This is an optimization exercise on Yosys and OpenROAD, whose aim is small area, a short achievable clock period and few clock cycles per item, not a production implementation. At most, simulation tests tie the RTL to the original design; equivalence was not proved. Only the layout flow was run in runs 1 and 2; the RTL was not checked for function there. Power is estimated from default activity; no workload was simulated.

--- constraint.sdc ---
create_clock -name core_clock -period 6.0 [get_ports {clk}]
set_input_delay 1.2000 -clock core_clock [delete_from_list [all_inputs] [get_ports {clk}]]
set_output_delay 1.2000 -clock core_clock [all_outputs]
set_load 0.01 [all_outputs]
--- config.mk ---
export PLATFORM = sky130hd
export DESIGN_NAME = wildcard_byte_pattern_scan
export DESIGN_NICKNAME = wildcard_byte_pattern_scan
export VERILOG_FILES = /design/flow/design.v
export SDC_FILE = /design/flow/constraint.sdc
export NUM_CORES = 4
export LEC_CHECK = 0
export CAP_MARGIN = 20
export CORE_MARGIN = 2
export CORE_UTILIZATION = 40
export SETUP_SLACK_MARGIN = 3.0
export SLEW_MARGIN = 20
--- design.v ---
`default_nettype none
package wbps_pkg;
    typedef struct packed {
        logic [7:0] data_byte;
        logic       last;
    } item_beat_t;
    typedef struct packed {
        logic        found;
        logic [31:0] match_offset;
    } result_beat_t;
endpackage
`default_nettype wire
`default_nettype none
module wildcard_byte_pattern_scan
(
    input  wire logic          clk,
    input  wire logic          rst_n,
    input  wire logic          cfg_write,
    input  wire logic [1:0]    cfg_index,
    input  wire logic [63:0]   cfg_data,
    input  wire logic          item_valid,
    output logic               item_ready,
    input  wire logic [8:0]    item_in,
    output logic               result_valid,
    input  wire logic          result_ready,
    output logic [32:0]        result_out
);
    logic [63:0] pat_lo_reg;
    logic [63:0] pat_hi_reg;
    logic [15:0] care_reg;
    logic        lo_written_reg;
    logic        hi_written_reg;
    logic        care_written_reg;
    logic [3:0]  lm1_reg;            
    always_ff @(posedge clk)
    begin
        if (cfg_write && cfg_index == 2'd0) pat_lo_reg <= cfg_data;
        if (cfg_write && cfg_index == 2'd1) pat_hi_reg <= cfg_data;
        if (cfg_write && cfg_index == 2'd2) care_reg   <= cfg_data[15:0];
    end
    always_ff @(posedge clk or negedge rst_n)
    begin
        if (!rst_n)
        begin
            lo_written_reg   <= 1'b0;
            hi_written_reg   <= 1'b0;
            care_written_reg <= 1'b0;
            lm1_reg          <= 4'd0;
        end
        else if (cfg_write)
        begin
            if (cfg_index == 2'd0) lo_written_reg   <= 1'b1;
            if (cfg_index == 2'd1) hi_written_reg   <= 1'b1;
            if (cfg_index == 2'd2) care_written_reg <= 1'b1;
            if (cfg_index == 2'd3)
            begin
                if (cfg_data[4:0] == 5'd0)
                    lm1_reg <= 4'd0;
                else if (cfg_data[4])
                    lm1_reg <= 4'd15;
                else
                    lm1_reg <= cfg_data[3:0] - 4'd1;
            end
        end
    end
    logic ready_reg;                 
    logic accept;
    assign item_ready = ready_reg;
    assign accept     = item_valid && ready_reg;
    logic [7:0]  b;
    logic [15:0] eq;
    logic        b_zero;
    assign b      = item_in[8:1];
    assign b_zero = (b == 8'd0);
    for (genvar j = 0; j < 16; j++)
    begin : g_cmp
        logic [7:0] sig;
        logic       written;
        assign sig     = (j < 8) ? pat_lo_reg[8*(j%8) +: 8] : pat_hi_reg[8*(j%8) +: 8];
        assign written = (j < 8) ? lo_written_reg : hi_written_reg;
        assign eq[j]   = (care_written_reg && !care_reg[j])
                      || (written ? (b == sig) : b_zero);
    end
    logic [15:0] p_reg;
    logic [3:0]  fill_reg;           
    logic        last_reg;           
    logic [15:0] p_keep;             
    logic [15:0] p_next;
    logic [15:0] len_sel;
    logic [3:0]  fill_eff;
    logic        tok_match;
    logic        tok_full;
    assign p_keep   = {p_reg[14:0] & {15{!last_reg}}, 1'b1};
    assign p_next   = eq & p_keep;
    assign fill_eff = last_reg ? 4'd0 : fill_reg;
    for (genvar j = 0; j < 16; j++)
    begin : g_sel
        assign len_sel[j] = (lm1_reg == 4'(j));
    end
    assign tok_match = |(p_next & len_sel);
    assign tok_full  = (fill_eff >= lm1_reg);
    always_ff @(posedge clk)
    begin
        if (accept)
        begin
            p_reg    <= p_next;
            fill_reg <= (fill_eff == 4'd15) ? 4'd15 : fill_eff + 4'd1;
        end
    end
    always_ff @(posedge clk or negedge rst_n)
    begin
        if (!rst_n)
            last_reg <= 1'b1;
        else if (accept)
            last_reg <= item_in[0];
    end
    logic       a_valid_reg;
    logic [3:0] a_tok_reg;
    logic       b_valid;
    logic [3:0] b_tok_reg;
    logic [3:0] new_tok;
    logic       out_valid_reg;
    logic       out_found_reg;
    logic       decide;
    logic       load_a;
    assign new_tok = {tok_match, last_reg, item_in[0], tok_full};
    assign b_valid = !ready_reg;
    assign decide  = a_valid_reg && (!out_valid_reg || result_ready);
    assign load_a  = !a_valid_reg || decide;
    always_ff @(posedge clk)
    begin
        if (load_a)    a_tok_reg <= b_valid ? b_tok_reg : new_tok;
        if (ready_reg) b_tok_reg <= new_tok;
    end
    always_ff @(posedge clk or negedge rst_n)
    begin
        if (!rst_n)
        begin
            a_valid_reg <= 1'b0;
            ready_reg   <= 1'b1;
        end
        else
        begin
            if (load_a) a_valid_reg <= b_valid || accept;
            ready_reg <= b_valid ? load_a : !(accept && !load_a);
        end
    end
    logic        a_match, a_first, a_last, a_full;
    logic        rep_reg;           
    logic        rep_eff;
    logic        match;
    logic        push;
    logic        nf_push;
    logic [31:0] off_reg;
    assign {a_match, a_first, a_last, a_full} = a_tok_reg;
    assign rep_eff = rep_reg && !a_first;
    assign match   = a_match && !rep_eff;
    assign nf_push = a_last && !rep_eff && !match;
    assign push    = match || nf_push;
    always_ff @(posedge clk)
    begin
        if (decide)
        begin
            rep_reg <= rep_eff || match;
            if (nf_push || (a_first && (match || !a_full)))
                off_reg <= 32'd0;
            else if (a_first)
                off_reg <= 32'd1;
            else if (!rep_eff && !match)
                off_reg <= a_full ? off_reg + 32'd1 : 32'd0;
            if (push)
                out_found_reg <= match;
        end
    end
    always_ff @(posedge clk or negedge rst_n)
    begin
        if (!rst_n)
            out_valid_reg <= 1'b0;
        else if (decide && push)
            out_valid_reg <= 1'b1;
        else if (result_ready)
            out_valid_reg <= 1'b0;
    end
    assign result_valid = out_valid_reg;
    assign result_out   = {out_found_reg, off_reg};
endmodule
`default_nettype wire
--- run.sh ---
#!/bin/bash
# synth_recipe.tcl (not shown) runs the flow's synth.tcl, then flattens the netlist and writes it again
# the make line also repeats each setting of config.mk as NAME=value (left out here)
make -C /OpenROAD-flow-scripts/flow DESIGN_CONFIG=/design/flow/config.mk WORK_HOME=/design/flow/orfs CLKGATE_MAP_FILE= SYNTH_SCRIPT=/design/flow/synth_recipe.tcl finish
==> summary.md, run 1 <==
| Metric | Value |
|---|---|
| I/O Buffers | `114` |
| RSZ-0062 raised after global routing | `yes` |
| Post-synth net total | `between 800 and 900` |
| First-pass GRT wire length | `approximately 36 mm` |
| Post-layout min period | `3.06 ns` |
| R2R depth | `7` |
| Clock slew at reported path FFs | `approximately 0.06 ns` |
| Starting Density | `41.0%` |
| IO Pins | `between 100 and 150` |
| Worst setup path class | `in2reg` |
| # clock sinks | `roughly 220` |
| N_diodes | `0` |
| Slew Limit Fails | `0` |
| Std cell rows | `56` |
| Post-synthesis cell count | `roughly 720` |
| Sequential area share after synthesis | `around 66%` |
| Core area | `23,600 um^2` |
| WP data required | `~6.3 ns` |
| Die Area | `approximately 25,000 um^2` |
| Status | `complete, no violations` |
| Vias | `~6,100` |
| Register Area | `between 6000 and 7000 um^2` |
| Drt pass-1 iters | `5` |
| Final hold vios | `0` |
| ANT nets after route | `0` |
| Setup TNS Final | `0 ns` |
| Share of cells above drive strength 1 | `under 10%` |
| R2R Path Start | `off_reg[3]` |
| Hold Path End | `ready_reg` |
| Startpoint Class | `primary input` |
| Nets | `between 900 and 1,000` |
| Worst Max-Slew Pin Slew | `1.02 ns` |
| Multi-input logic area | `between 3000 and 4000 um^2` |
| Worst R2R End | `off_reg[31]` |
| Fraction of registers with async set or reset after synthesis | `between 5 and 6%` |
| F_max | `about 330 MHz` |
| Area grow syn2layout | `24.4%` |
| Pwr per Cell Area | `between 300 and 400 nW/um^2` |
| CTS Hold Buffers Added | `0` |
| Leading post-synthesis cells by cell area | `edfxtp_1 62%, xnor2_1 7.6%, xor2_1 6.3%` |
| Critical path endpoint category | `register` |
| Remaining DRCs | `0` |
| Setup violations, final | `0` |
| Syn Std Cell Area | `between 9000 and 10,000 um^2` |
| Vias in the first global route | `between 6,000 and 7,000` |
| Setup Skew | `0.0202 ns` |
| GRT Total Usage | `17.8%` |
| Hold path depth | `1` |
| Avg Vias per Cell | `about 5` |
| Clk Tree Root Cell | `clkbuf_16` |
| Drt wl/cell | `around 19 um` |
| Synth warn | `1` |
| EDFF count, synth | `between 200 and 250` |
| Worst-Skew Late Latency | `approximately 0.53 ns` |
| Grt total ovfl | `0` |
| Die Wd | `around 160 um` |
| Max-slew headroom | `roughly a third` |
| Hold_sp | `a_valid_reg` |
| MaxCap Viol Count | `0` |
| Number of DRC markers in iteration 0 | `587` |
| Die Ht | `160 um` |
| Global placement routability congestion | `0.875` |
| Synth top area share | `between 60% and 70%` |
| HP Class | `reg2reg` |
| H-tree Lvls | `1` |
| Max VDD drop | `~0.21 mV` |
| Tcrit/Tclk final | `51.1%` |
| WL final | `22.7 mm` |
| Crit Path Max Fanout | `4` |
| Worst EP arrival | `about 3.4 ns` |
| Fillers | `2,031` |
| Leakage | `about 4.1 nW` |
| Avg Cell Area, Syn | `roughly 14 um^2` |
| Cell taking the most area after synthesis | `edfxtp_1` |
| Count leader, synth | `edfxtp_1` |
| Flop-to-flop setup slack | `3.31 ns` |
| Clock buffer depth | `3` |
| CTS Buf Count | `24` |
| Post-synth cell types | `between 50 and 60` |
| Post-DP HPWL | `~16 mm` |
| Count of state elements after synthesis | `~220` |
| CTS tree | `done` |
| Synth top cells by count | `201 x edfxtp_1, 84 x xnor2_1, 70 x xor2_1` |
| Largest net degree at the start of global routing | `around 40` |
| Total power | `slightly above 4 mW` |
| Top_reg_cell synth | `edfxtp_1` |
| Initial antenna violation count | `0` |
[report_power, final]
group          internal [mW]  switching (mW)  leakage (nW)
clock network          0.807           0.580         0.364
logic                  0.354           0.364          1.72
registers               1.89           0.149          2.04
[how the worst max path moves through the flow]
stage	start	endpoint	slack, ns
5_1_grt	item_in[4]	a_tok_reg[3]	2.84
3_3_place_gp	item_in[1]	a_tok_reg[3]	1.82
3_5_place_dp	item_in[1]	a_tok_reg[3]	1.79
6_report	item_in[4]	a_tok_reg[3]	2.94
2_1_floorplan	cfg_write	pat_lo_reg[0]	2.70
4_1_cts	item_in[1]	a_tok_reg[3]	2.93
[repair_timing]
item / in CTS / in global routing
gates resized for setup: 35 / 19
pin swaps: 4 / 6
setup buffers: 5 / 3
gates cloned: 1 / 0
endpoints found under the setup margin: 50 / 39
[kinds of logic (layout without fill, tap and decap cells)]
family | count (synthesis) | in the layout | share of synthesized area, %
multiplexers | 3 | 3 | 0.336
XOR/XNOR | 154 | 154 | 13.9
buffers and inverters | 46 | 195 | 2.12
flip-flops | 216 | 216 | 66.0
AND/OR/NAND/NOR | 231 | 232 | 12.3
AO/OA/AOI/OAI | 59 | 59 | 4.28
adder cells (fa/ha/maj) | 8 | 8 | 1.03
[worst max-delay path, stage by stage]
cell and delay [ns]:
buf_6 0.09, buf_12 0.12, or4_4 0.55, or3_4 0.41, o311ai_4 0.08, nand4_1 0.11, and3_1 0.21, or4_4 0.50
o211ai_1 0.12
[through the flow]
step | cells | instance area, um^2 | worst slack, ns | utilization (%) | hold WS (ns)
6_report | 1186 | 12000 | 2.94 | 51.0 | 0.473
5_1_grt | 1186 | 12000 | 2.84 | 51.0 | 0.502
4_1_cts | 1183 | 12000 | 2.93 | 51.0 | 0.484
3_5_place_dp | 1133 | 11200 | 1.79 | 47.5 | 0.466
3_3_place_gp | 1133 | 11200 | 1.82 | 47.5 | 0.436
2_1_floorplan | 717 | 9730 | 2.70 | - | 0.413
[layer usage]
layer  vias to the layer above  routed length (um)  track usage, %
met5                         -                   0               0
met2                       177               10700            29.2
met4                         0                 530            4.71
met1                      3017               10400            25.1
li1                       2883                   -               -
met3                        34                1080            2.55
[cells in the final DEF (no fill, tap or decap), drive strengths merged, types with 3 or more instances in the layout]
cell type,instances
edfxtp,201
clkdlybuf4s50,106
xnor2,84
xor2,70
nor2,58
nand2,38
clkbuf,33
buf,28
nand3,25
nor3,21
nand4,20
inv,17
o21ai,15
nor4,15
a21oi,14
and3,10
dfrtp,9
clkinv,9
nor2b,8
nand2b,8
ha,8
nor3b,7
or3,7
o311a,4
dfxtp,4
or4,4
or2,4
o211ai,3
and2,3
a211oi,3
[layout make-up]
| type | count | share of cell area (%) |
|---|---|---|
| inverters | 17 | 0.530 |
| multi-input cells | 456 | 26.1 |
| flip-flops and latches | 216 | 53.1 |
| clock inverters | 11 | 0.748 |
| well taps | 319 | 3.31 |
| repair buffers | 134 | 10.8 |
| clock buffers | 33 | 5.43 |
==> inputs of run 2 (changes only) <==
--- a/config.mk
+++ b/config.mk
@@ -8,5 +8,5 @@
 export CAP_MARGIN = 20
 export CORE_MARGIN = 2
 export CORE_UTILIZATION = 40
-export SETUP_SLACK_MARGIN = 3.0
+export SETUP_SLACK_MARGIN = 3.5
 export SLEW_MARGIN = 20
==> summary.md, run 2 <==
| Metric | Value |
|---|---|
| Die Area | `25,500 um^2` |
| Die Ht | `between 150 and 200 um` |
| Max VDD drop | `between 0.2 and 0.25 mV` |
| MaxCap Viol Count | `0` |
| Nets | `between 900 and 1,000` |
| EDFF count, synth | `201` |
| Starting Density | `between 40% and 50%` |
| Area grow syn2layout | `28.2%` |
| Max-slew headroom | `roughly 33%` |
| I/O Buffers | `between 100 and 150` |
| Remaining DRCs | `0` |
| Worst EP arrival | `approximately 3.4 ns` |
| Cell-by-cell trace of the critical path | `buf_6 -> buf_12 -> or4_4 -> or3_4 -> buf_6 -> o211ai_1 -> a221oi_1 -> or4_1 -> o211ai_1` |
| WL final | `23.5 mm` |
| R2R depth | `6` |
| Syn Std Cell Area | `slightly below 10,000 um^2` |
| Drt pass-1 iters | `5` |
| Setup Skew | `0.0108 ns` |
| Post-synth net total | `slightly above 800` |
| Std cell rows | `between 50 and 60` |
| Dpl cell area | `between 10,000 and 15,000 um^2` |
| CTS Hold Buffers Added | `0` |
| Sequential area share after synthesis | `between 60% and 70%` |
| Avg Vias per Cell | `slightly above 5` |
| RSZ-0062 raised after global routing | `yes` |
| Main combinational cell family by area after synthesis | `XOR/XNOR gates` |
| Design Area, Final | `12,400 um^2` |
| Vias | `around 6,300` |
| First-pass GRT wire length | `roughly 36 mm` |
| Non-filler cells, final | `approximately 1,200` |
| Setup TNS Final | `0 ns` |
| Post-Synth Simple-Gate Area | `around an eighth` |
| Global placement routability congestion | `0.882` |
| Flop-to-flop setup slack | `3.48 ns` |
| Worst Max-Slew Pin Slew | `slightly above 1 ns` |
| Clock buffer depth | `3` |
| Status | `complete, no violations` |
| Grt total ovfl | `0` |
| WP data required | `6.33 ns` |
| Post-layout util | `52.6%` |
| IO Pins | `115` |
| Core area | `23,600 um^2` |
| CTS tree | `done` |
| Clock slew at reported path FFs | `0.06 ns` |
| Count leader, synth | `edfxtp_1` |
| Final hold vios | `0` |
| Hold path depth | `1` |
| Hold_sp | `a_valid_reg` |
| Initial antenna violation count | `0` |
| Synth warn | `1` |
| Cell taking the most area after synthesis | `edfxtp_1` |
| Multiplexer area fraction after synthesis | `less than 1%` |
| Post-layout min period | `3.06 ns` |
| Top_reg_cell synth | `edfxtp_1` |
| Hold Path End | `ready_reg` |
| Area share of fa/ha/maj cells after synthesis | `1.03%` |
| XOR/XNOR Fraction of Synth Area | `around 14%` |
| Tcrit/Tclk final | `about half` |
| Synth top cells by count | `201 x edfxtp_1, 84 x xnor2_1, 70 x xor2_1` |
| Number of DRC markers in iteration 0 | `around 450` |
| Vias in the first global route | `6,294` |
| Slew Limit Fails | `0` |
| Die Wd | `approximately 160 um` |
| F_max | `between 300 and 400 MHz` |
| Share of cells above drive strength 1 | `between 10% and 20%` |
| Placed insts | `~1,100` |
| R2R Path Start | `hi_written_reg` |
| Drt wl/cell | `about 19 um` |
| Fraction of registers with async set or reset after synthesis | `under 10%` |
| Pre-CTS WS | `between 1.5 and 2 ns` |
| Leakage | `approximately 4.4 nW` |
| GRT Total Usage | `between 10% and 20%` |
| Hold_ws | `around 0.45 ns` |
| Worst R2R End | `a_tok_reg[3]` |
| Worst path slowest cell | `or4_4` |
| Count of state elements after synthesis | `around 220` |
| Post-DP HPWL | `roughly 16 mm` |
| H-tree Lvls | `1` |
| Avg Cell Area, Syn | `about 14 um^2` |
| Leading post-synthesis cells by cell area | `edfxtp_1 62%, xnor2_1 7.6%, xor2_1 6.3%` |
| Worst path max stage delay | `0.57 ns` |
| Critical path endpoint category | `register` |
| Post-synth cell types | `between 50 and 60` |
| HP Class | `reg2reg` |
| Most frequent cells in the layout | `201 x edfxtp_1, 84 x xnor2_1, 70 x xor2_1, 70 x clkdlybuf4s50_1, 56 x nor2_1` |
| Worst setup path class | `in2reg` |
| Final WS setup | `2.94 ns` |
| Startpoint Class | `primary input` |
| Total power | `4.22 mW` |
| Clk Tree Root Cell | `clkbuf_16` |
| Worst-Skew Late Latency | `between 0.5 and 0.6 ns` |
| Commonest non-fill, non-tap cell in the layout | `edfxtp_1` |
| CTS Buf Count | `24` |
| ANT nets after route | `0` |
| Compound-gate portion of the synthesized area | `approximately 4.3%` |
| Setup violations, final | `0` |
| N_diodes | `0` |
| # clock sinks | `~220` |
| Post-synthesis cell count | `~720` |
| Pwr per Cell Area | `340 nW/um^2` |
| Largest net degree at the start of global routing | `66` |
| Crit Path Max Fanout | `4` |
| Synth top area share | `roughly 62%` |
## run 2: cell counts after synthesis
No cell type changed its count.
## run 2: layout make-up
class / instances / area (um^2)
Clock inverter: 15 / 120
Tap cell: 319 / 399
Clock buffer: 29 / 641
Inverter: 17 / 67.6
Timing Repair Buffer: 170 / 1540
Sequential cell: 216 / 6390
Fill cell: 2052 / 11200
Multi-Input combinational cell: 457 / 3260
## run 2: repair_timing
| action | 4_1_cts | 5_1_grt |
|---|---|---|
| gates resized for setup | 97 | 10 |
| pin swaps | 9 | 10 |
| gates cloned | 2 | 0 |
| endpoints found under the setup margin | 221 | 28 |
| buffers inserted | 26 | 18 |
## run 2: worst max path at each step
stage | cells past startpoint | slack (ns) | endpoint | from
2_1_floorplan | 1 | 2.70 | pat_lo_reg[0] | cfg_write
3_3_place_gp | 8 | 1.87 | a_tok_reg[3] | item_in[2]
3_5_place_dp | 8 | 1.82 | a_tok_reg[3] | item_in[2]
4_1_cts | 9 | 2.97 | a_tok_reg[3] | item_in[6]
5_1_grt | 9 | 2.87 | a_tok_reg[3] | item_in[4]
6_report | 9 | 2.94 | a_tok_reg[3] | item_in[4]
## run 2: cell families (layout without fill, tap and decap cells)
| logic type | after synthesis | count (layout) |
|---|---|---|
| compound gates | 59 | 60 |
| xor+xnor | 154 | 154 |
| fa+ha+maj | 8 | 8 |
| buf+inv | 46 | 231 |
| flops | 216 | 216 |
| mux | 3 | 3 |
| simple gates | 231 | 232 |
## run 2: layer usage
metal  track usage [%]  up-vias  part of all wire [%]
met4              4.83        0                   2.3
met2              30.0      210                    49
met3              3.27       41                   5.5
met1              24.2     3093                    44
li1                  -     2960                     -
met5                 0        -                     0
## run 2: power by group
group          switching, mW  internal [mW]  total [mW]
logic                  0.423          0.373       0.795
registers              0.124           1.88        2.01
clock network          0.576          0.842        1.42
total                   1.12           3.10        4.22
## run 2: worst max-delay path, delay by kind of cell
family | cells | cell delay, ns
AOI/OAI and AO/OA | 3 | 0.36
buffers and inverters | 3 | 0.35
and+or+nand+nor | 3 | 1.47
==> inputs of run 3 (changes only) <==
--- a/design.v
+++ b/design.v
@@ -88,7 +88,6 @@
     logic [15:0] p_next;
     logic [15:0] len_sel;
     logic [3:0]  fill_eff;
-    logic        tok_match;
     logic        tok_full;
     assign p_keep   = {p_reg[14:0] & {15{!last_reg}}, 1'b1};
     assign p_next   = eq & p_keep;
@@ -97,7 +96,6 @@
     begin : g_sel
         assign len_sel[j] = (lm1_reg == 4'(j));
     end
-    assign tok_match = |(p_next & len_sel);
     assign tok_full  = (fill_eff >= lm1_reg);
     always_ff @(posedge clk)
     begin
@@ -123,14 +121,28 @@
     logic       out_found_reg;
     logic       decide;
     logic       load_a;
-    assign new_tok = {tok_match, last_reg, item_in[0], tok_full};
+    logic       fresh_a_reg;        
+    logic       fresh_b_reg;        
+    logic       m_late;             
+    logic       a_m;
+    logic       b_m;
+    assign new_tok = {1'b0, last_reg, item_in[0], tok_full};
+    assign m_late  = |(p_reg & len_sel);
+    assign a_m     = fresh_a_reg ? m_late : a_tok_reg[3];
+    assign b_m     = fresh_b_reg ? m_late : b_tok_reg[3];
     assign b_valid = !ready_reg;
     assign decide  = a_valid_reg && (!out_valid_reg || result_ready);
     assign load_a  = !a_valid_reg || decide;
     always_ff @(posedge clk)
     begin
-        if (load_a)    a_tok_reg <= b_valid ? b_tok_reg : new_tok;
-        if (ready_reg) b_tok_reg <= new_tok;
+        if (load_a)
+            a_tok_reg <= b_valid ? {b_m, b_tok_reg[2:0]} : new_tok;
+        else
+            a_tok_reg[3] <= a_m;
+        if (ready_reg)
+            b_tok_reg <= new_tok;
+        else
+            b_tok_reg[3] <= b_m;
     end
     always_ff @(posedge clk or negedge rst_n)
     begin
@@ -138,9 +150,13 @@
         begin
             a_valid_reg <= 1'b0;
             ready_reg   <= 1'b1;
+            fresh_a_reg <= 1'b0;
+            fresh_b_reg <= 1'b0;
         end
         else
         begin
+            fresh_a_reg <= accept && load_a;
+            fresh_b_reg <= accept && !load_a;
             if (load_a) a_valid_reg <= b_valid || accept;
             ready_reg <= b_valid ? load_a : !(accept && !load_a);
         end
@@ -152,7 +168,8 @@
     logic        push;
     logic        nf_push;
     logic [31:0] off_reg;
-    assign {a_match, a_first, a_last, a_full} = a_tok_reg;
+    assign a_match = a_m;
+    assign {a_first, a_last, a_full} = a_tok_reg[2:0];
     assign rep_eff = rep_reg && !a_first;
     assign match   = a_match && !rep_eff;
     assign nf_push = a_last && !rep_eff && !match;
==> summary.md, run 3 <==
| Metric | Value |
|---|---|
| Initial antenna violation count | `0` |
| Slew Limit Fails | `0` |
| N_diodes | `0` |
| IO Pins | `~120` |
| Nets | `approximately 950` |
| MaxCap Viol Count | `0` |
| Clock buffer depth | `3` |
| Final hold vios | `0` |
| R2R Path Start | `last_reg` |
| Worst Max-Slew Pin Slew | `0.879 ns` |
| Clock power frac | `between 30% and 40%` |
| Synth top cells by count | `204 x edfxtp_1, 93 x xnor2_1, 66 x xor2_1` |
| CTS tree | `done` |
| Starting Density | `around two fifths` |
| Final WS setup | `approximately 3.5 ns` |
| GRT Total Usage | `17.9%` |
| Crit Path Max Fanout | `5` |
| Remaining DRCs | `0` |
| Pre-CTS WS | `2.04 ns` |
| Die Area | `25,600 um^2` |
| WL final | `23.2 mm` |
| Most frequent cells in the layout | `204 x edfxtp_1, 92 x xnor2_1, 71 x clkdlybuf4s50_1` |
| Logic pwr share | `20.2%` |
| RSZ-0062 raised after global routing | `yes` |
| Count leader, synth | `edfxtp_1` |
| Setup Skew | `approximately 0.017 ns` |
| Die Wd | `about 160 um` |
| Avg Cell Area, Syn | `~14 um^2` |
| Pwr per Cell Area | `approximately 340 nW/um^2` |
| Setup TNS Final | `0 ns` |
| Core area | `about 24,000 um^2` |
| Post-synthesis cell count | `~690` |
| Max VDD drop | `0.222 mV` |
| CTS Hold Buffers Added | `0` |
| Largest net degree at the start of global routing | `66` |
| Cell taking the most area after synthesis | `edfxtp_1` |
| Critical path endpoint category | `register` |
| Drt pass-1 iters | `4` |
| Worst setup path class | `in2reg` |
| Vias | `~6,200` |
| Number of DRC markers in iteration 0 | `approximately 360` |
| CTS Buf Count | `24` |
| Syn Std Cell Area | `a little under 10,000 um^2` |
| Hold_ws | `between 0.4 and 0.5 ns` |
| First-pass GRT wire length | `roughly 36 mm` |
| Grt total ovfl | `0` |
| Switching share of power | `26.8%` |
| Post-DP HPWL | `14.6 mm` |
| Tcrit/Tclk final | `about two fifths` |
| Synth top area share | `62.9%` |
| Startpoint Class | `primary input` |
| Commonest non-fill, non-tap cell in the layout | `edfxtp_1` |
| Hold_sp | `fresh_b_reg` |
| I/O Buffers | `around 110` |
| HP Class | `reg2reg` |
| Leakage | `between 4 and 5 nW` |
| Pint | `3.19 mW` |
| Fillers | `between 2,000 and 2,500` |
| # clock sinks | `about 220` |
| Clk Tree Root Cell | `clkbuf_16` |
| Sequential area share after synthesis | `66.6%` |
| Count of state elements after synthesis | `around 220` |
| H-tree Lvls | `1` |
| Worst EP arrival | `roughly 2.8 ns` |
| Post-layout min period | `between 2 and 2.5 ns` |
| WP data required | `roughly 6.3 ns` |
| Psw | `about 1.2 mW` |
| Avg Vias per Cell | `5.18` |
| Worst setup path start | `item_in[4]` |
| ANT nets after route | `0` |
| Synth warn | `1` |
| Worst-Skew Late Latency | `a little over 0.5 ns` |
| Drt wl/cell | `between 15 and 20 um` |
| Placed insts | `1,105` |
| Fraction of registers with async set or reset after synthesis | `just under 6%` |
| Post-synth cell types | `46` |
| Non-filler cells, final | `approximately 1,200` |
| Top_reg_cell synth | `edfxtp_1` |
| Share of cells above drive strength 1 | `between 10% and 20%` |
| Std cell rows | `57` |
| Status | `complete, no violations` |
| Vias in the first global route | `between 6,000 and 7,000` |
| Max-slew headroom | `between 40% and 50%` |
| Global placement routability congestion | `~0.83` |
| F_max | `approximately 400 MHz` |
| Leading post-synthesis cells by cell area | `edfxtp_1 63%, xnor2_1 8.4%, xor2_1 5.9%` |
| Clock slew at reported path FFs | `approximately 0.06 ns` |
| Seq pwr share | `a little under half` |
| Die Ht | `160 um` |
| Setup violations, final | `0` |
| Post-synth net total | `just under 800` |
| Area grow syn2layout | `30.1%` |
| EDFF count, synth | `between 200 and 250` |
==> run 3: path summary, 6_finish.rpt <==
| kind | to | slack, ns | cells past startpoint |
|---|---|---|---|
| worst min register to register | b_tok_reg[3] | 0.48 | 1 |
| min in group asynchronous | care_written_reg | 1.12 | 1 |
| max in group asynchronous | lm1_reg[0] | 4.41 | 1 |
| worst max register to register | a_tok_reg[0] | 3.59 | 7 |
| worst min-delay path | b_tok_reg[3] | 0.48 | 1 |
| worst max-delay path | p_reg[3] | 3.53 | 7 |
==> run 3: logic make-up (layout without fill, tap and decap cells) <==
kind of cell	count (synthesis)	in the layout	share of synthesized area [%]
AO/OA/AOI/OAI	61	63	4.01
adder cells (fa/ha/maj)	8	8	1.03
flip-flops	219	219	66.6
AND/OR/NAND/NOR	189	189	10.6
multiplexers	10	10	1.48
buffers and inverters	41	229	1.94
XOR/XNOR	159	159	14.3
==> run 3: power groups by stage <==
stage,sequential [mW],combinational [mW],clock [mW]
floorplan,2.09,0.392,0
global placement,2.11,0.708,0
detailed placement,2.12,0.725,0
CTS,2.03,0.854,1.47
global route,2.05,0.957,1.53
finish,2.03,0.881,1.44
==> run 3: area by class of cell <==
type | count | area [um^2] | area share [%]
Clock buffer | 30 | 654 | 5.16
Clock inverter | 14 | 121 | 0.957
Sequential cell | 219 | 6500 | 51.3
Inverter | 14 | 52.6 | 0.415
Multi-Input combinational cell | 429 | 3290 | 25.9
Timing Repair Buffer | 171 | 1660 | 13.1
Tap cell | 324 | 405 | 3.20
==> run 3: repair_timing <==
| action | in CTS | in global routing |
|---|---|---|
| setup buffers | 43 | 6 |
| setup endpoints to repair | 244 | 132 |
| pin swaps | 11 | 5 |
| gates resized for setup | 95 | 16 |
| cloned | 3 | 0 |
==> run 3: stage by stage <==
stage	power, mW	utilization (%)	area, um^2
global route	4.54	52.6	12700
CTS	4.36	52.1	12600
floorplan	2.49	-	9810
detailed placement	2.84	46.7	11200
finish	4.35	52.6	12700
global placement	2.81	46.7	11200
==> run 3: worst max-delay path: stages <==
cell,delay (ns)
dlygate4sd2_1,0.26
buf_12,0.14
buf_4,0.17
xor2_1,0.17
nor4_1,0.50
a31oi_1,0.18
nor3b_1,0.19
==> run 3: routing by layer <==
metal	up-vias	wire [um]	GRT usage (%)
met3	35	1230	3.09
met2	200	11700	31.3
met4	0	588	5.65
met5	-	0	0
li1	2890	-	-
met1	3097	9710	22.6
Testbench counts of run 3, summed over its fixed seeds: cycles 112,139, bytes 110,795.
==> inputs of run 4 (changes only) <==
==> flow/run.sh (new file) <==
#!/bin/bash
# Layout flow: the standard flow (standard.sh), except that the port
# buffers that global placement inserts are plain sky130 buffers (buf_1,
# resized later where timing needs it) instead of the delay buffer that
# buffer_ports picks by default. Each step's full output goes to its own log.
set -euo pipefail
export BUFFER_PORTS_ARGS="-buffer_cell sky130_fd_sc_hd__buf_1"
bash standard.sh synth > synth.log 2>&1
bash standard.sh finish > finish.log 2>&1
==> standard.sh (new file) <==
#!/bin/bash
# synth_recipe.tcl (not shown) runs the flow's synth.tcl, then flattens the netlist and writes it again
# the make line also repeats each setting of config.mk as NAME=value (left out here)
make -C /OpenROAD-flow-scripts/flow DESIGN_CONFIG=/design/flow/config.mk WORK_HOME=/design/flow/orfs CLKGATE_MAP_FILE= SYNTH_SCRIPT=/design/flow/synth_recipe.tcl "${@:-finish}"
--- a/config.mk
+++ b/config.mk
@@ -8,5 +8,5 @@
 export CAP_MARGIN = 20
 export CORE_MARGIN = 2
 export CORE_UTILIZATION = 40
-export SETUP_SLACK_MARGIN = 3.5
+export SETUP_SLACK_MARGIN = 4.0
 export SLEW_MARGIN = 20
removed: run.sh
==> summary.md, run 4 <==
| Metric | Value |
|---|---|
| Commonest non-fill, non-tap cell in the layout | `edfxtp_1` |
| Post-layout util | `approximately 55%` |
| Crit Path Max Fanout | `5` |
| Cell-by-cell trace of the critical path | `buf_1` |
| Leading post-synthesis cells by cell area | `edfxtp_1 63%, xnor2_1 8.4%, xor2_1 5.9%` |
| Post-synthesis cell count | `687` |
| CTS tree | `done` |
| Fraction of registers with async set or reset after synthesis | `under 10%` |
| I/O Buffers | `114` |
| Compound-gate portion of the synthesized area | `about 4%` |
| Largest net degree at the start of global routing | `66` |
| Startpoint Class | `register` |
| H-tree Lvls | `1` |
| Worst setup path start | `off_reg[22]` |
| First-pass GRT wire length | `~37 mm` |
| Post-synth net total | `approximately 780` |
| Area grow syn2layout | `35.7%` |
| Worst path max stage delay | `between 0.4 and 0.5 ns` |
| Drt pass-1 iters | `5` |
| Worst Max-Slew Pin Slew | `roughly 0.85 ns` |
| Main combinational cell family by area after synthesis | `XOR/XNOR gates` |
| Std cell rows | `57` |
| Clock buffer depth | `3` |
| Cell taking the most area after synthesis | `edfxtp_1` |
| Remaining DRCs | `0` |
| Die Wd | `about 160 um` |
| Post-synth cell types | `46` |
| Non-filler cells, final | `about 1,200` |
| Setup TNS Final | `0 ns` |
| Count leader, synth | `edfxtp_1` |
| Pre-CTS WS | `about 2.7 ns` |
| Critical path endpoint category | `output port` |
| Area share of fa/ha/maj cells after synthesis | `a little over 1%` |
| MaxCap Viol Count | `0` |
| Worst setup path class | `reg2out` |
| Vias | `approximately 6,400` |
| Leakage | `around 4.7 nW` |
| WP data required | `around 4.8 ns` |
| Final hold vios | `0` |
| Global placement routability congestion | `roughly 0.74` |
| Placed insts | `around 1,100` |
| WL final | `24.4 mm` |
| Worst path slowest cell | `edfxtp_1` |
| Pwr per Cell Area | `~350 nW/um^2` |
| XOR/XNOR Fraction of Synth Area | `about 14%` |
| IO Pins | `around 120` |
| Fillers | `~2,000` |
| Top_reg_cell synth | `edfxtp_1` |
| Final WS setup | `3.66 ns` |
| Die Area | `roughly 26,000 um^2` |
| Post-DP HPWL | `about 13 mm` |
| # clock sinks | `219` |
| GRT Total Usage | `between 10% and 20%` |
| R2R Path Start | `lm1_reg[0]` |
| Clk Tree Root Cell | `clkbuf_16` |
| ANT nets after route | `0` |
| Nets | `about 1,000` |
| Top Family by Delay on Critical Path | `flip-flops` |
| N_diodes | `0` |
| Core area | `between 20,000 and 25,000 um^2` |
| Die Ht | `160 um` |
| Worst EP arrival | `about 1.1 ns` |
| Grt total ovfl | `0` |
| Setup Skew | `~0.018 ns` |
| Max-slew headroom | `42.6%` |
| Max VDD drop | `roughly 0.24 mV` |
| Worst-Skew Late Latency | `0.53 ns` |
| EDFF count, synth | `roughly 200` |
| Number of DRC markers in iteration 0 | `381` |
| Synth top area share | `~63%` |
| Clock slew at reported path FFs | `around 0.060 ns` |
| RSZ-0062 raised after global routing | `yes` |
| Register Area | `6500 um^2` |
| Multi-input logic area | `3830 um^2` |
| Dpl cell area | `about 11,000 um^2` |
| Tcrit/Tclk final | `roughly two fifths` |
| Most frequent cells in the layout | `204 x edfxtp_1, 76 x buf_1, 72 x xnor2_1` |
| Synth warn | `1` |
| CP Buf/Inv Count | `1` |
| Multiplexer area fraction after synthesis | `1.48%` |
| Drt wl/cell | `just under 20 um` |
| Share of cells above drive strength 1 | `approximately a third` |
| Synth top cells by count | `204 x edfxtp_1, 93 x xnor2_1, 66 x xor2_1` |
| Avg Cell Area, Syn | `roughly 14 um^2` |
| Vias in the first global route | `roughly 6,400` |
| Post-layout min period | `2.34 ns` |
| CTS Buf Count | `25` |
| Status | `complete, no violations` |
| Post-Synth Simple-Gate Area | `a little over a tenth` |
| HP Class | `reg2reg` |
| Syn Std Cell Area | `9740 um^2` |
| Starting Density | `about two fifths` |
| Sequential area share after synthesis | `between 60% and 70%` |
| Slew Limit Fails | `0` |
| Initial antenna violation count | `0` |
| Hold_sp | `lm1_reg[2]` |
| Avg Vias per Cell | `5.14` |
| Count of state elements after synthesis | `219` |
| Design Area, Final | `between 10,000 and 15,000 um^2` |
| Setup violations, final | `0` |
| F_max | `between 400 and 500 MHz` |
-- run 4: cell types whose count changed in the layout (fill, tap and decap cells not counted), sizes merged, moves of 3 or more --
cell / change
dlygate4sd2: -38
clkinv: -3
buf: +120
clkdlybuf4s50: -71
clkbuf: +32
-- run 4: final cells by class --
class | instances | area share, %
sequential | 219 | 49.2
clock inverter | 13 | 1.38
multi-input combinational | 434 | 28.9
inverter | 14 | 0.426
timing repair buffer | 210 | 12.0
tap | 324 | 3.07
clock buffer | 32 | 5.01
-- run 4: power breakdown --
part           leakage (nW)  total [mW]  internal [mW]  switching (mW)
registers              2.08        2.02           1.90           0.117
clock network         0.409        1.56          0.955           0.609
logic                  2.16        1.08          0.504           0.572
-- run 4: routing by layer --
layer	share of wire [%]	track usage, %	vias up	routed length [um]
met5	0	0	-	0
met4	3.1	6.14	0	747
met3	5.5	2.99	45	1350
met2	52	33.5	197	12600
met1	40	23.4	3154	9740
li1	-	-	3008	-
-- run 4: cells by family after synthesis --
| family | after synthesis |
|---|---|
| mux | 10 |
| fa+ha+maj | 8 |
| compound gates | 61 |
| xor+xnor | 159 |
| simple gates | 189 |
| flops | 219 |
| buf+inv | 41 |
-- run 4: path summary, 6_finish.rpt --
kind,end,slack (ns),cells past startpoint
worst max-delay path,result_out[22],3.66,1
worst min-delay path,lm1_reg[2],0.49,2
worst max register to register,off_reg[0],3.73,6
worst min register to register,lm1_reg[2],0.49,2
max in group asynchronous,lm1_reg[0],4.66,1
min in group asynchronous,hi_written_reg,0.76,1
-- run 4: timing repair --
| action | 4_1_cts | 5_1_grt |
|---|---|---|
| gates cloned | 12 | 1 |
| buffers inserted | 64 | 16 |
| gates resized for setup | 136 | 86 |
| hold buffers | 0 | 0 |
| pin swaps | 48 | 32 |
| endpoints found under the setup margin | 253 | 231 |
-- run 4: through the flow --
stage	power, mW	hold WS [ns]
2_1_floorplan	2.51	0.439
3_3_place_gp	2.69	0.460
3_5_place_dp	2.70	0.474
4_1_cts	4.57	0.493
5_1_grt	4.85	0.525
6_report	4.66	0.493
-- run 4: worst reg2reg max path, cell delays in order (launching register included) --
cell and delay (ns):
dfrtp_2 0.41, mux4_2 0.51, mux2_4 0.28, a22oi_2 0.19, buf_6 0.18, a21o_4 0.19
a22o_4 0.21
==> inputs of run 5 (changes only) <==
--- a/config.mk
+++ b/config.mk
@@ -7,6 +7,6 @@
 export LEC_CHECK = 0
 export CAP_MARGIN = 20
 export CORE_MARGIN = 2
-export CORE_UTILIZATION = 40
-export SETUP_SLACK_MARGIN = 4.0
+export CORE_UTILIZATION = 60
+export SETUP_SLACK_MARGIN = 3.5
 export SLEW_MARGIN = 20
==> summary.md, run 5 <==
| Metric | Value |
|---|---|
| Drt pass-1 iters | `5` |
| Setup Skew | `roughly 0.017 ns` |
| Synth top cells by count | `204 x edfxtp_1, 93 x xnor2_1, 66 x xor2_1` |
| Final hold vios | `0` |
| Nets | `920` |
| Count leader, synth | `edfxtp_1` |
| Pwr per Cell Area | `~360 nW/um^2` |
| Std cell rows | `between 40 and 50` |
| Worst Max-Slew Pin Slew | `0.951 ns` |
| Post-synth cell types | `46` |
| Leading post-synthesis cells by cell area | `edfxtp_1 63%, xnor2_1 8.4%, xor2_1 5.9%` |
| Total power | `~4.1 mW` |
| Setup violations, final | `0` |
| Drt wl/cell | `19.2 um` |
| Initial antenna violation count | `0` |
| Synth warn | `1` |
| Hold_sp | `lm1_reg[2]` |
| # clock sinks | `approximately 220` |
| Critical path endpoint category | `register` |
| Post-synth net total | `775` |
| Worst-Skew Late Latency | `0.52 ns` |
| Global placement routability congestion | `0.808` |
| Status | `complete, no violations` |
| WP data required | `about 6.2 ns` |
| Max-slew headroom | `~37%` |
| H-tree Lvls | `1` |
| Clock buffer depth | `3` |
| CTS tree | `done` |
| Syn Std Cell Area | `~9700 um^2` |
| Cell-by-cell trace of the critical path | `mux4_2 -> mux2_2 -> a22oi_2 -> buf_4 -> a21o_4 -> a22o_2` |
| Avg Cell Area, Syn | `about 14 um^2` |
| IO Pins | `between 100 and 150` |
| CP Buf/Inv Count | `1` |
| Leakage | `roughly 3.8 nW` |
| MaxCap Viol Count | `0` |
| HP Class | `reg2reg` |
| RSZ-0062 raised after global routing | `no` |
| Post-layout min period | `approximately 2.4 ns` |
| CTS Buf Count | `23` |
| Clk Tree Root Cell | `clkbuf_16` |
| Share of cells above drive strength 1 | `11.1%` |
| Max VDD drop | `0.284 mV` |
| I/O Buffers | `about 110` |
| Commonest non-fill, non-tap cell in the layout | `edfxtp_1` |
| Worst path max stage delay | `~0.52 ns` |
| Post-DP HPWL | `about 13 mm` |
| WL final | `20.4 mm` |
| Number of DRC markers in iteration 0 | `431` |
| Tcrit/Tclk final | `around two fifths` |
| Placed insts | `around 1,000` |
| Setup TNS Final | `0 ns` |
| First-pass GRT wire length | `about 32 mm` |
| N_diodes | `0` |
| Die Ht | `between 100 and 150 um` |
| Worst setup path class | `reg2reg` |
| Avg Vias per Cell | `~5.6` |
| Grt total ovfl | `0` |
| Cell taking the most area after synthesis | `edfxtp_1` |
| Worst path slowest cell | `mux4_2` |
| Starting Density | `around three fifths` |
| GRT Total Usage | `a little under a quarter` |
| Remaining DRCs | `0` |
| Vias in the first global route | `5,943` |
| Count of state elements after synthesis | `219` |
| ANT nets after route | `0` |
| Post-synthesis cell count | `687` |
| Crit Path Max Fanout | `9` |
| Die Wd | `roughly 130 um` |
| Top_reg_cell synth | `edfxtp_1` |
| Sequential area share after synthesis | `66.6%` |
| EDFF count, synth | `slightly above 200` |
| Core area | `between 15,000 and 20,000 um^2` |
| F_max | `about 420 MHz` |
| Post-layout util | `a little over 70%` |
| Clock slew at reported path FFs | `about 0.060 ns` |
| Startpoint Class | `register` |
| Fraction of registers with async set or reset after synthesis | `slightly below 6%` |
| Vias | `between 6,000 and 7,000` |
| Top Family by Delay on Critical Path | `multiplexers` |
| Die Area | `around 17,000 um^2` |
| Synth top area share | `~63%` |
| Largest net degree at the start of global routing | `66` |
| Worst EP arrival | `2.60 ns` |
| Worst setup path start | `lm1_reg[0]` |
| Area grow syn2layout | `17.1%` |
| Slew Limit Fails | `0` |
| CTS Hold Buffers Added | `0` |
| R2R Path Start | `lm1_reg[0]` |
| Most frequent cells in the layout | `204 x edfxtp_1, 114 x buf_1, 93 x xnor2_1` |
| Non-filler cells, final | `1,065` |
## run 5: changes by cell type in the layout (fill, tap and decap cells not counted), sizes merged
cell,before,now
buf,180,142
clkbuf,62,32
bufinv,4,1
a41o,4,2
clkinvlp,2,1
inv,14,15
## run 5: timing repair
item | in CTS | in global routing
buffers inserted | 1 | 16
gates resized for setup | 2 | 8
pin swaps | 2 | 6
setup endpoints to repair | 95 | 107
cloned | 2 | 3
## run 5: layer usage
layer	up-vias	share of wire (%)	GRT usage, %	wire [um]
li1	2836	-	-	-
met1	2915	41	31.8	8310
met2	216	51	39.7	10400
met3	40	6.5	3.86	1330
met4	0	2.1	5.25	425
met5	-	0	0	0
## run 5: per-stage QoR
stage | instance area (um^2) | setup slack, ns | hold WS [ns]
after floorplan | 9810 | 2.70 | 0.439
after CTS | 11200 | 3.39 | 0.471
after global placement | 10400 | 2.69 | 0.455
final | 11400 | 3.59 | 0.466
after global routing | 11400 | 3.49 | 0.498
after detailed placement | 10400 | 2.67 | 0.458
## run 5: layout make-up
| type | instances | area (um^2) |
|---|---|---|
| sequential | 219 | 6490 |
| fill | 1092 | 4480 |
| multi-input combinational | 432 | 3210 |
| timing repair buffer | 142 | 651 |
| clock buffer | 32 | 649 |
| tap | 216 | 270 |
| clock inverter | 10 | 81.3 |
| inverter | 14 | 52.6 |
## run 5: logic make-up after synthesis
logic type                 after synthesis  synth area share [%]
DFF                                    219                  66.6
and+or+nand+nor                        189                  10.6
xor gates and xnor gates               159                  14.3
AOI/OAI and AO/OA                       61                  4.01
buffers and inverters                   41                  1.94
muxes                                   10                  1.48
adders and majority gates                8                  1.03
## run 5: where the power goes
| part | switching (mW) | internal, mW |
|---|---|---|
| clock | 0.559 | 0.799 |
| sequential | 0.171 | 1.91 |
| combinational | 0.388 | 0.268 |
| total | 1.12 | 2.97 |
## run 5: final timing paths
| check | slack (ns) | depth (start not counted) | to |
|---|---|---|---|
| max | 3.59 | 6 | off_reg[6] |
| min | 0.47 | 2 | lm1_reg[2] |
| max reg2reg | 3.59 | 6 | off_reg[6] |
| min reg2reg | 0.47 | 2 | lm1_reg[2] |
| max in group asynchronous | 4.74 | 1 | lm1_reg[0] |
| min in group asynchronous | 0.74 | 1 | care_written_reg |
## run 5: worst register-to-register path, cell delays in order (launching register included)
cell and delay, ns:
dfrtp_2 0.49, mux4_2 0.52, mux2_2 0.28, a22oi_2 0.15, buf_4 0.18, a21o_4 0.20, a22o_2 0.28
==> inputs of run 6 (changes only) <==
--- a/config.mk
+++ b/config.mk
@@ -7,6 +7,6 @@
 export LEC_CHECK = 0
 export CAP_MARGIN = 20
 export CORE_MARGIN = 2
-export CORE_UTILIZATION = 60
+export CORE_UTILIZATION = 40
 export SETUP_SLACK_MARGIN = 3.5
 export SLEW_MARGIN = 20
==> summary.md, run 6 <==
| Metric | Value |
|---|---|
| Status | `complete, no violations` |
| Cell taking the most area after synthesis | `edfxtp_1` |
| Hold Path End | `b_tok_reg[3]` |
| Worst EP arrival | `1.19 ns` |
| Remaining DRCs | `0` |
| Worst path max stage delay | `0.52 ns` |
| Clock slew at reported path FFs | `0.05 ns` |
| Post-layout util | `between 40% and 50%` |
| Post-synth cell types | `46` |
| HP Class | `reg2reg` |
| MaxCap Viol Count | `0` |
| F_max | `around 420 MHz` |
| Pre-CTS WS | `2.61 ns` |
| WP data required | `4.80 ns` |
| Sequential area share after synthesis | `roughly two thirds` |
| CP Buf/Inv Count | `1` |
| Setup TNS Final | `0 ns` |
| Max VDD drop | `about 0.24 mV` |
| I/O Buffers | `~110` |
| CTS Buf Count | `25` |
| RSZ-0062 raised after global routing | `no` |
| R2R Path Start | `lm1_reg[0]` |
| GRT met1 Usage | `about 23%` |
| Count leader, synth | `edfxtp_1` |
| Leakage | `3.78 nW` |
| Die Wd | `160 um` |
| Starting Density | `40.4%` |
| Tcrit/Tclk final | `between 30% and 40%` |
| Drt pass-1 iters | `5` |
| Hold_sp | `fresh_b_reg` |
| ANT nets after route | `0` |
| Final WS setup | `approximately 3.6 ns` |
| Initial antenna violation count | `1` |
| Post-DP HPWL | `approximately 14 mm` |
| Vias in the first global route | `roughly 6,000` |
| Crit Path Max Fanout | `2` |
| Worst R2R End | `off_reg[0]` |
| Hold path depth | `1` |
| Post-layout min period | `roughly 2.4 ns` |
| Largest net degree at the start of global routing | `66` |
| Post-synth net total | `between 700 and 800` |
| Synth warn | `1` |
| Std cell rows | `57` |
| Setup Skew | `about 0.012 ns` |
| Grt peak-use layer | `met2` |
| Pwr per Cell Area | `approximately 360 nW/um^2` |
| Leading post-synthesis cells by cell area | `edfxtp_1 63%, xnor2_1 8.4%, xor2_1 5.9%` |
| Avg Vias per Cell | `just over 5` |
| Core area | `24,100 um^2` |
| Cell-by-cell trace of the critical path | `buf_1` |
| # clock sinks | `approximately 220` |
| Worst setup path class | `reg2out` |
| Die Area | `~26,000 um^2` |
| IO Pins | `around 120` |
| Startpoint Class | `register` |
| Max-slew headroom | `around 28%` |
| Critical path endpoint category | `output port` |
| Nets | `a little over 900` |
| Post-synthesis cell count | `around 690` |
| Grt total ovfl | `0` |
| Worst-Skew Late Latency | `0.53 ns` |
| Count of state elements after synthesis | `about 220` |
| Worst path slowest cell | `dfstp_2` |
| EDFF count, synth | `204` |
| WL final | `~22 mm` |
| Top Family by Delay on Critical Path | `flip-flops` |
| Met3 usage | `~3.3%` |
| Final hold vios | `0` |
| Avg Cell Area, Syn | `about 14 um^2` |
| Global placement routability congestion | `between 0.7 and 0.8` |
| Synth top cells by count | `204 x edfxtp_1, 93 x xnor2_1, 66 x xor2_1` |
| Fraction of registers with async set or reset after synthesis | `under 10%` |
| Setup violations, final | `0` |
| H-tree Lvls | `1` |
| Clock buffer depth | `3` |
| Top_reg_cell synth | `edfxtp_1` |
| Vias | `between 5,000 and 6,000` |
| Commonest non-fill, non-tap cell in the layout | `edfxtp_1` |
| R2R depth | `6` |
| Met2 Track Usage GR | `roughly 29%` |
| GRT Total Usage | `17.4%` |
| Drt wl/cell | `18.9 um` |
| Clk Tree Root Cell | `clkbuf_16` |
| Share of cells above drive strength 1 | `slightly below 10%` |
| First-pass GRT wire length | `between 30 and 40 mm` |
| Syn Std Cell Area | `9740 um^2` |
| Number of DRC markers in iteration 0 | `410` |
| Worst Max-Slew Pin Slew | `between 1 and 1.5 ns` |
| Slew Limit Fails | `0` |
| CTS tree | `done` |
| Area grow syn2layout | `18.2%` |
| Die Ht | `160 um` |
| Synth top area share | `a little over three fifths` |
| CTS Hold Buffers Added | `0` |
| Most frequent cells in the layout | `204 x edfxtp_1, 113 x buf_1, 93 x xnor2_1` |
| Flop-to-flop setup slack | `about 3.6 ns` |
-- run 6: logic make-up (layout without fill, tap and decap cells) --
family | after synthesis | after routing | synth area share (%)
other cells | 0 | 1 | 0
buf+inv | 41 | 190 | 1.94
flops | 219 | 219 | 66.6
simple gates | 189 | 190 | 10.6
mux | 10 | 10 | 1.48
compound gates | 61 | 65 | 4.01
xor+xnor | 159 | 159 | 14.3
fa+ha+maj | 8 | 8 | 1.03
-- run 6: final cells by class --
cell class	instances	area, um^2
Clock inverter	17	144
Multi-Input combinational cell	432	3220
Timing Repair Buffer	130	556
Inverter	14	52.6
Clock buffer	29	641
Sequential cell	219	6500
Antenna cell	1	2.50
Fill cell	2211	12600
Tap cell	324	405
-- run 6: stage by stage --
stage | hold WS, ns | area (um^2) | total power, mW | cells
2_1_floorplan | 0.439 | 9810 | 2.49 | 687
3_3_place_gp | 0.459 | 10600 | 2.69 | 1109
3_5_place_dp | 0.460 | 10600 | 2.69 | 1109
4_1_cts | 0.469 | 11500 | 4.21 | 1161
5_1_grt | 0.483 | 11500 | 4.38 | 1165
6_report | 0.468 | 11500 | 4.18 | 1166
-- run 6: repair_timing --
action | in CTS | in global routing
resized for setup | 10 | 4
buffers inserted | 2 | 3
pin swaps | 4 | 2
hold endpoints to repair | 0 | 0
cloned | 4 | 1
endpoints found under the setup margin | 106 | 70
-- run 6: worst max-delay path by stage --
stage	slack [ns]	start	to	cells after the start
2_1_floorplan	2.70	cfg_write	pat_lo_reg[0]	1
3_3_place_gp	2.66	cfg_index[0]	pat_hi_reg[51]	4
3_5_place_dp	2.61	cfg_index[0]	pat_hi_reg[51]	4
4_1_cts	3.41	lm1_reg[0]	off_reg[8]	5
5_1_grt	3.51	off_reg[0]	off_reg[28]	6
6_report	3.61	ready_reg	item_ready	1
-- run 6: metal layers --
metal | vias to the layer above | part of all wire [%] | routed length (um)
met2 | 183 | 48 | 10600
met1 | 2911 | 43 | 9520
met3 | 42 | 5.5 | 1220
met5 | - | 0 | 0
met4 | 0 | 3.0 | 670
li1 | 2818 | - | -
-- run 6: power breakdown --
| group | leakage [nW] | switching, mW | internal (mW) |
|---|---|---|---|
| Combinational | 1.30 | 0.388 | 0.266 |
| Sequential | 2.08 | 0.169 | 1.91 |
| Clock | 0.387 | 0.600 | 0.852 |
==> inputs of run 7 (changes only) <==
--- a/config.mk
+++ b/config.mk
@@ -8,5 +8,8 @@
 export CAP_MARGIN = 20
 export CORE_MARGIN = 2
 export CORE_UTILIZATION = 40
+export CTS_BUF_LIST = sky130_fd_sc_hd__clkbuf_8 sky130_fd_sc_hd__clkbuf_16
+export CTS_CLUSTER_DIAMETER = 80
+export CTS_CLUSTER_SIZE = 18
 export SETUP_SLACK_MARGIN = 3.5
 export SLEW_MARGIN = 20
==> summary.md, run 7 <==
| Metric | Value |
|---|---|
| Worst Max-Slew Pin Slew | `between 0.9 and 1 ns` |
| Worst path max stage delay | `approximately 0.44 ns` |
| GRT Total Usage | `between 15 and 20%` |
| Setup violations, final | `0` |
| Pre-CTS WS | `about 2.6 ns` |
| Count of state elements after synthesis | `219` |
| Cell taking the most area after synthesis | `edfxtp_1` |
| HP Class | `reg2reg` |
| Syn Std Cell Area | `9740 um^2` |
| Max-slew headroom | `approximately 36%` |
| Most frequent cells in the layout | `204 x edfxtp_1, 113 x buf_1, 93 x xnor2_1` |
| EDFF count, synth | `204` |
| RSZ-0062 raised after global routing | `yes` |
| Slew Limit Fails | `0` |
| Clock slew at reported path FFs | `~0.080 ns` |
| Leakage | `3.65 nW` |
| I/O Buffers | `around 110` |
| Clk Tree Root Cell | `clkbuf_16` |
| Sequential area share after synthesis | `roughly two thirds` |
| Grt total ovfl | `0` |
| First-pass GRT wire length | `~34 mm` |
| Post-synth net total | `approximately 780` |
| Met2 Track Usage GR | `around 28%` |
| Setup Skew | `between 0.015 and 0.02 ns` |
| CTS tree | `done` |
| Clock buffer depth | `3` |
| Final hold vios | `0` |
| F_max | `roughly 420 MHz` |
| Avg Vias per Cell | `5.11` |
| Cell-by-cell trace of the critical path | `clkdlybuf4s15_2 -> buf_4 -> xnor2_1 -> nand4_1 -> nor4_1 -> a31oi_1 -> nor3b_1` |
| Crit Path Max Fanout | `11` |
| WP data required | `6.34 ns` |
| Vias | `between 5,000 and 6,000` |
| Synth warn | `1` |
| Leading post-synthesis cells by cell area | `edfxtp_1 63%, xnor2_1 8.4%, xor2_1 5.9%` |
| Die Area | `25,600 um^2` |
| Worst EP arrival | `~2.7 ns` |
| Synth top area share | `between 60% and 70%` |
| MaxCap Viol Count | `0` |
| Final WS setup | `between 3 and 4 ns` |
| IO Pins | `around 120` |
| # clock sinks | `219` |
| Initial antenna violation count | `0` |
| Startpoint Class | `primary input` |
| Post-synth cell types | `46` |
| Share of cells above drive strength 1 | `around 8.7%` |
| Met3 usage | `roughly 3.3%` |
| Global placement routability congestion | `0.755` |
| Starting Density | `roughly two fifths` |
| Commonest non-fill, non-tap cell in the layout | `edfxtp_1` |
| Std cell rows | `57` |
| Top_reg_cell synth | `edfxtp_1` |
| CTS Buf Count | `16` |
| Worst setup path class | `in2reg` |
| Grt peak-use layer | `met2` |
| Remaining DRCs | `0` |
| Critical path endpoint category | `register` |
| Setup TNS Final | `0 ns` |
| WL final | `21.8 mm` |
| ANT nets after route | `0` |
| Nets | `between 900 and 1,000` |
| Largest net degree at the start of global routing | `66` |
| Post-DP HPWL | `14.1 mm` |
| Die Wd | `around 160 um` |
| Die Ht | `~160 um` |
| Post-synthesis cell count | `687` |
| Vias in the first global route | `about 5,900` |
| GRT met1 Usage | `a little under a quarter` |
| Max VDD drop | `roughly 0.24 mV` |
| CTS Hold Buffers Added | `0` |
| Area grow syn2layout | `15.0%` |
| Drt wl/cell | `18.9 um` |
| Synth top cells by count | `204 x edfxtp_1, 93 x xnor2_1, 66 x xor2_1` |
| Number of DRC markers in iteration 0 | `~420` |
| Worst path slowest cell | `clkdlybuf4s15_2` |
| Fraction of registers with async set or reset after synthesis | `5.94%` |
| Tcrit/Tclk final | `between 30% and 40%` |
| Core area | `around 24,000 um^2` |
| Worst-Skew Late Latency | `~0.49 ns` |
| Count leader, synth | `edfxtp_1` |
| Post-layout min period | `2.38 ns` |
| H-tree Lvls | `1` |
| Status | `complete, no violations` |
| Avg Cell Area, Syn | `14.2 um^2` |
| Pwr per Cell Area | `334 nW/um^2` |
| Drt pass-1 iters | `5` |
==> run 7: cell counts after synthesis <==
No cell type changed its count.
==> run 7: logic make-up after synthesis <==
logic type	after synthesis	synth area share (%)
adder cells (fa/ha/maj)	8	1.03
XOR/XNOR	159	14.3
buffers and inverters	41	1.94
AO/OA/AOI/OAI	61	4.01
AND/OR/NAND/NOR	189	10.6
flip-flops	219	66.6
multiplexers	10	1.48
==> run 7: worst paths after layout <==
path	start	end	slack, ns	cells past startpoint
max	item_in[7]	p_reg[6]	3.62	7
min	lm1_reg[2]	lm1_reg[2]	0.49	2
max reg2reg	lm1_reg[0]	off_reg[25]	3.66	6
min reg2reg	lm1_reg[2]	lm1_reg[2]	0.49	2
max in group asynchronous	rst_n	lm1_reg[0]	4.66	1
min in group asynchronous	rst_n	hi_written_reg	0.78	1
==> run 7: stage by stage <==
| step | hold WS (ns) | total power [mW] | instances | utilization, % | area, um^2 |
|---|---|---|---|---|---|
| 6_report | 0.486 | 3.74 | 1149 | 46.5 | 11200 |
| 4_1_cts | 0.486 | 3.74 | 1139 | 46.0 | 11100 |
| 3_3_place_gp | 0.459 | 2.69 | 1109 | 43.8 | 10600 |
| 3_5_place_dp | 0.460 | 2.69 | 1109 | 43.8 | 10600 |
| 5_1_grt | 0.504 | 3.93 | 1148 | 46.5 | 11200 |
| 2_1_floorplan | 0.439 | 2.49 | 687 | - | 9810 |
==> run 7: final cells by class <==
class | instances | area (um^2)
Fill cell | 2221 | 12900
Sequential cell | 219 | 6500
Multi-Input combinational cell | 431 | 3190
Timing Repair Buffer | 135 | 593
Clock buffer | 17 | 425
Tap cell | 324 | 405
Inverter | 14 | 52.6
Clock inverter | 8 | 38.8
Antenna cell | 1 | 2.50
==> run 7: metal layers <==
metal | up-vias | wire length, um
met4 | 0 | 504
met5 | - | 0
met2 | 164 | 10500
met3 | 36 | 1060
li1 | 2794 | -
met1 | 2882 | 9720
==> run 7: repair_timing <==
item,4_1_cts,5_1_grt
setup buffers,3,7
cloned,2,2
pin swaps,3,4
gates resized for setup,6,6
endpoints found under the setup margin,111,73
==> run 7: where the power goes <==
part	switching [mW]	leakage, nW	total, mW	internal (mW)
logic	0.384	1.32	0.650	0.265
registers	0.167	2.08	2.07	1.90
clock network	0.507	0.248	1.02	0.514
total	1.06	3.65	3.74	2.68
==> run 7: worst max-delay path: cells and delay by family <==
kind	cells	cell delay [ns]
buf+inv	2	0.71
simple gates	3	0.54
xor+xnor	1	0.14
compound gates	1	0.13
==> inputs of run 8 (changes only) <==
--- a/config.mk
+++ b/config.mk
@@ -9,7 +9,7 @@
 export CORE_MARGIN = 2
 export CORE_UTILIZATION = 40
 export CTS_BUF_LIST = sky130_fd_sc_hd__clkbuf_8 sky130_fd_sc_hd__clkbuf_16
-export CTS_CLUSTER_DIAMETER = 80
-export CTS_CLUSTER_SIZE = 18
+export CTS_CLUSTER_DIAMETER = 100
+export CTS_CLUSTER_SIZE = 24
 export SETUP_SLACK_MARGIN = 3.5
 export SLEW_MARGIN = 20
==> summary.md, run 8 <==
| Metric | Value |
|---|---|
| Area share of fa/ha/maj cells after synthesis | `under 10%` |
| Nets | `roughly 900` |
| Count leader, synth | `edfxtp_1` |
| Worst EP arrival | `around 2.7 ns` |
| Synth warn | `1` |
| I/O Buffers | `about 110` |
| Die Wd | `roughly 160 um` |
| Max VDD drop | `approximately 0.2 mV` |
| Crit Path Max Fanout | `11` |
| Area grow syn2layout | `14.1%` |
| CTS tree | `done` |
| Worst setup path class | `in2reg` |
| Synth top cells by count | `204 x edfxtp_1, 93 x xnor2_1, 66 x xor2_1` |
| XOR/XNOR Fraction of Synth Area | `around 14%` |
| Placed insts | `roughly 1,100` |
| Max-slew headroom | `a little under a third` |
| Setup TNS Final | `0 ns` |
| Post-synth net total | `slightly below 800` |
| Commonest non-fill, non-tap cell in the layout | `edfxtp_1` |
| Design Area, Final | `approximately 11,000 um^2` |
| WL final | `21.7 mm` |
| Die Area | `~26,000 um^2` |
| Clock slew at reported path FFs | `roughly 0.1 ns` |
| Worst Max-Slew Pin Slew | `roughly 1.0 ns` |
| Post-layout min period | `2.41 ns` |
| Post-DP HPWL | `around 14 mm` |
| Main combinational cell family by area after synthesis | `XOR/XNOR gates` |
| WP data required | `~6.3 ns` |
| Post-Synth Simple-Gate Area | `10.6%` |
| Vias | `a little under 6,000` |
| Worst path max stage delay | `about 0.43 ns` |
| Vias in the first global route | `5,838` |
| Count of state elements after synthesis | `roughly 220` |
| MaxCap Viol Count | `0` |
| Top_reg_cell synth | `edfxtp_1` |
| Worst-Skew Late Latency | `roughly 0.5 ns` |
| Leakage | `roughly 3.6 nW` |
| Fillers | `2,240` |
| GRT Total Usage | `~17%` |
| Core area | `24,100 um^2` |
| Sequential area share after synthesis | `66.6%` |
| Status | `complete, no violations` |
| Post-synthesis cell count | `just under 700` |
| # clock sinks | `approximately 220` |
| Pwr per Cell Area | `approximately 330 nW/um^2` |
| RSZ-0062 raised after global routing | `yes` |
| IO Pins | `around 120` |
| Drt pass-1 iters | `5` |
| Syn Std Cell Area | `slightly below 10,000 um^2` |
| Initial antenna violation count | `0` |
| Startpoint Class | `primary input` |
| Remaining DRCs | `0` |
| Cell-by-cell trace of the critical path | `clkdlybuf4s15_2 -> buf_4 -> xnor2_1 -> nand4_1 -> nor4_1 -> a31oi_1 -> nor3b_1` |
| HP Class | `reg2reg` |
| Setup Skew | `0.0412 ns` |
| Worst path slowest cell | `clkdlybuf4s15_2` |
| Multiplexer area fraction after synthesis | `between 1 and 1.5%` |
| Avg Cell Area, Syn | `~14 um^2` |
| CTS Buf Count | `13` |
| Most frequent cells in the layout | `204 x edfxtp_1, 113 x buf_1, 93 x xnor2_1` |
| Cell taking the most area after synthesis | `edfxtp_1` |
| Final hold vios | `0` |
| Pre-CTS WS | `~2.6 ns` |
| Starting Density | `approximately two fifths` |
| Synth top area share | `about 63%` |
| Post-synth cell types | `46` |
| Drt wl/cell | `18.9 um` |
| First-pass GRT wire length | `between 30 and 40 mm` |
| Avg Vias per Cell | `5.13` |
| Flop-to-flop setup slack | `between 3 and 4 ns` |
| Number of DRC markers in iteration 0 | `470` |
| Slew Limit Fails | `0` |
| Tcrit/Tclk final | `40.2%` |
| Non-filler cells, final | `1,145` |
| Die Ht | `about 160 um` |
| Leading post-synthesis cells by cell area | `edfxtp_1 63%, xnor2_1 8.4%, xor2_1 5.9%` |
| Dpl cell area | `around 11,000 um^2` |
| Grt total ovfl | `0` |
| Largest net degree at the start of global routing | `66` |
| CTS Hold Buffers Added | `0` |
| Setup violations, final | `0` |
| Compound-gate portion of the synthesized area | `roughly 4%` |
| Std cell rows | `57` |
| Global placement routability congestion | `between 0.7 and 0.8` |
| Clk Tree Root Cell | `clkbuf_16` |
| ANT nets after route | `0` |
| H-tree Lvls | `1` |
| Fraction of registers with async set or reset after synthesis | `5.94%` |
| Final WS setup | `around 3.6 ns` |
| Clock buffer depth | `3` |
| Post-layout util | `between 40% and 50%` |
| Share of cells above drive strength 1 | `approximately 8.3%` |
| F_max | `slightly above 400 MHz` |
| EDFF count, synth | `about 200` |
| Critical path endpoint category | `register` |
[run 8: area by class of cell]
| class | instances | area (um^2) | area share (%) |
|---|---|---|---|
| multi-input combinational | 431 | 3200 | 28.7 |
| inverter | 14 | 52.6 | 0.473 |
| sequential | 219 | 6500 | 58.4 |
| clock buffer | 13 | 325 | 2.93 |
| antenna | 1 | 2.50 | 0.0225 |
| tap | 324 | 405 | 3.65 |
| clock inverter | 9 | 55.1 | 0.495 |
| timing repair buffer | 134 | 586 | 5.27 |
[run 8: worst max-delay path, delay by kind of cell]
family / cells / cell delay [ns]
buffers and inverters: 2 / 0.70
and+or+nand+nor: 3 / 0.58
xor gates and xnor gates: 1 / 0.14
AOI/OAI and AO/OA: 1 / 0.13
[run 8: metal layers]
metal	global-route usage [%]	vias up	routed length [um]	share of wire, %
met3	2.88	38	1120	5.2
met1	23.0	2869	9520	44
met5	0	-	0	0
met2	27.5	176	10500	48
met4	4.71	0	535	2.5
li1	-	2791	-	-
[run 8: worst paths after layout]
check | start | to | cells past startpoint
setup / recovery | item_in[7] | p_reg[6] | 7
hold / removal | fresh_b_reg | b_tok_reg[3] | 1
setup reg to reg | lm1_reg[0] | off_reg[11] | 6
hold reg to reg | fresh_b_reg | b_tok_reg[3] | 1
max in group asynchronous | rst_n | lm1_reg[0] | 1
min in group asynchronous | rst_n | lm1_reg[2] | 1
[run 8: stage by stage]
step / hold slack (ns) / power (mW)
final: 0.476 / 3.62
after global routing: 0.485 / 3.81
after CTS: 0.471 / 3.62
after detailed placement: 0.460 / 2.69
after global placement: 0.459 / 2.69
after floorplan: 0.439 / 2.49
[run 8: logic make-up (layout without fill, tap and decap cells)]
logic type | after synthesis | in the layout
XOR/XNOR | 159 | 159
flip-flops | 219 | 219
AO/OA/AOI/OAI | 61 | 64
multiplexers | 10 | 10
adder cells (fa/ha/maj) | 8 | 8
buffers and inverters | 41 | 170
AND/OR/NAND/NOR | 189 | 190
other | 0 | 1
[run 8: power by group]
part	leakage, nW	switching, mW	internal, mW
combinational	1.31	0.387	0.265
sequential	2.08	0.167	1.90
clock	0.204	0.491	0.409
total	3.60	1.04	2.58
[run 8: what timing repair did]
item	in CTS	in global routing
endpoints found under the setup margin	111	73
cloned	2	2
buffers inserted	3	6
resized for setup	6	7
pin swaps	3	4

-- what the ideal ports hide --
Ports are ideal in the flow. The routed layouts listed here were re-timed in OpenROAD. Step 1 assumes that a clkbuf_16 drives the clock port and a buf_2 every other input. Step 2 also shifts input and output timing later by t, the mid clock arrival at the registers, as if the neighbouring blocks saw the same clock. Slacks: ideal ports / drivers / drivers and shift; pairs: ideal ports / drivers.
run | t (ns) | setup slack, ns
run 1 | 0.564 | 2.935 / 2.950 / 2.386
run 2 | 0.548 | 2.936 / 2.948 / 2.400
run 3 | 0.548 | 3.528 / 3.482 / 3.009
run 4 | 0.568 | 3.659 / 3.613 / 3.244
run 5 | 0.550 | 3.592 / 3.570 / 3.089
run 6 | 0.576 | 3.611 / 3.565 / 3.073
run 7 | 0.526 | 3.621 / 3.598 / 3.108
run 8 | 0.516 | 3.590 / 3.605 / 3.091
After both steps every run listed still meets setup and hold.
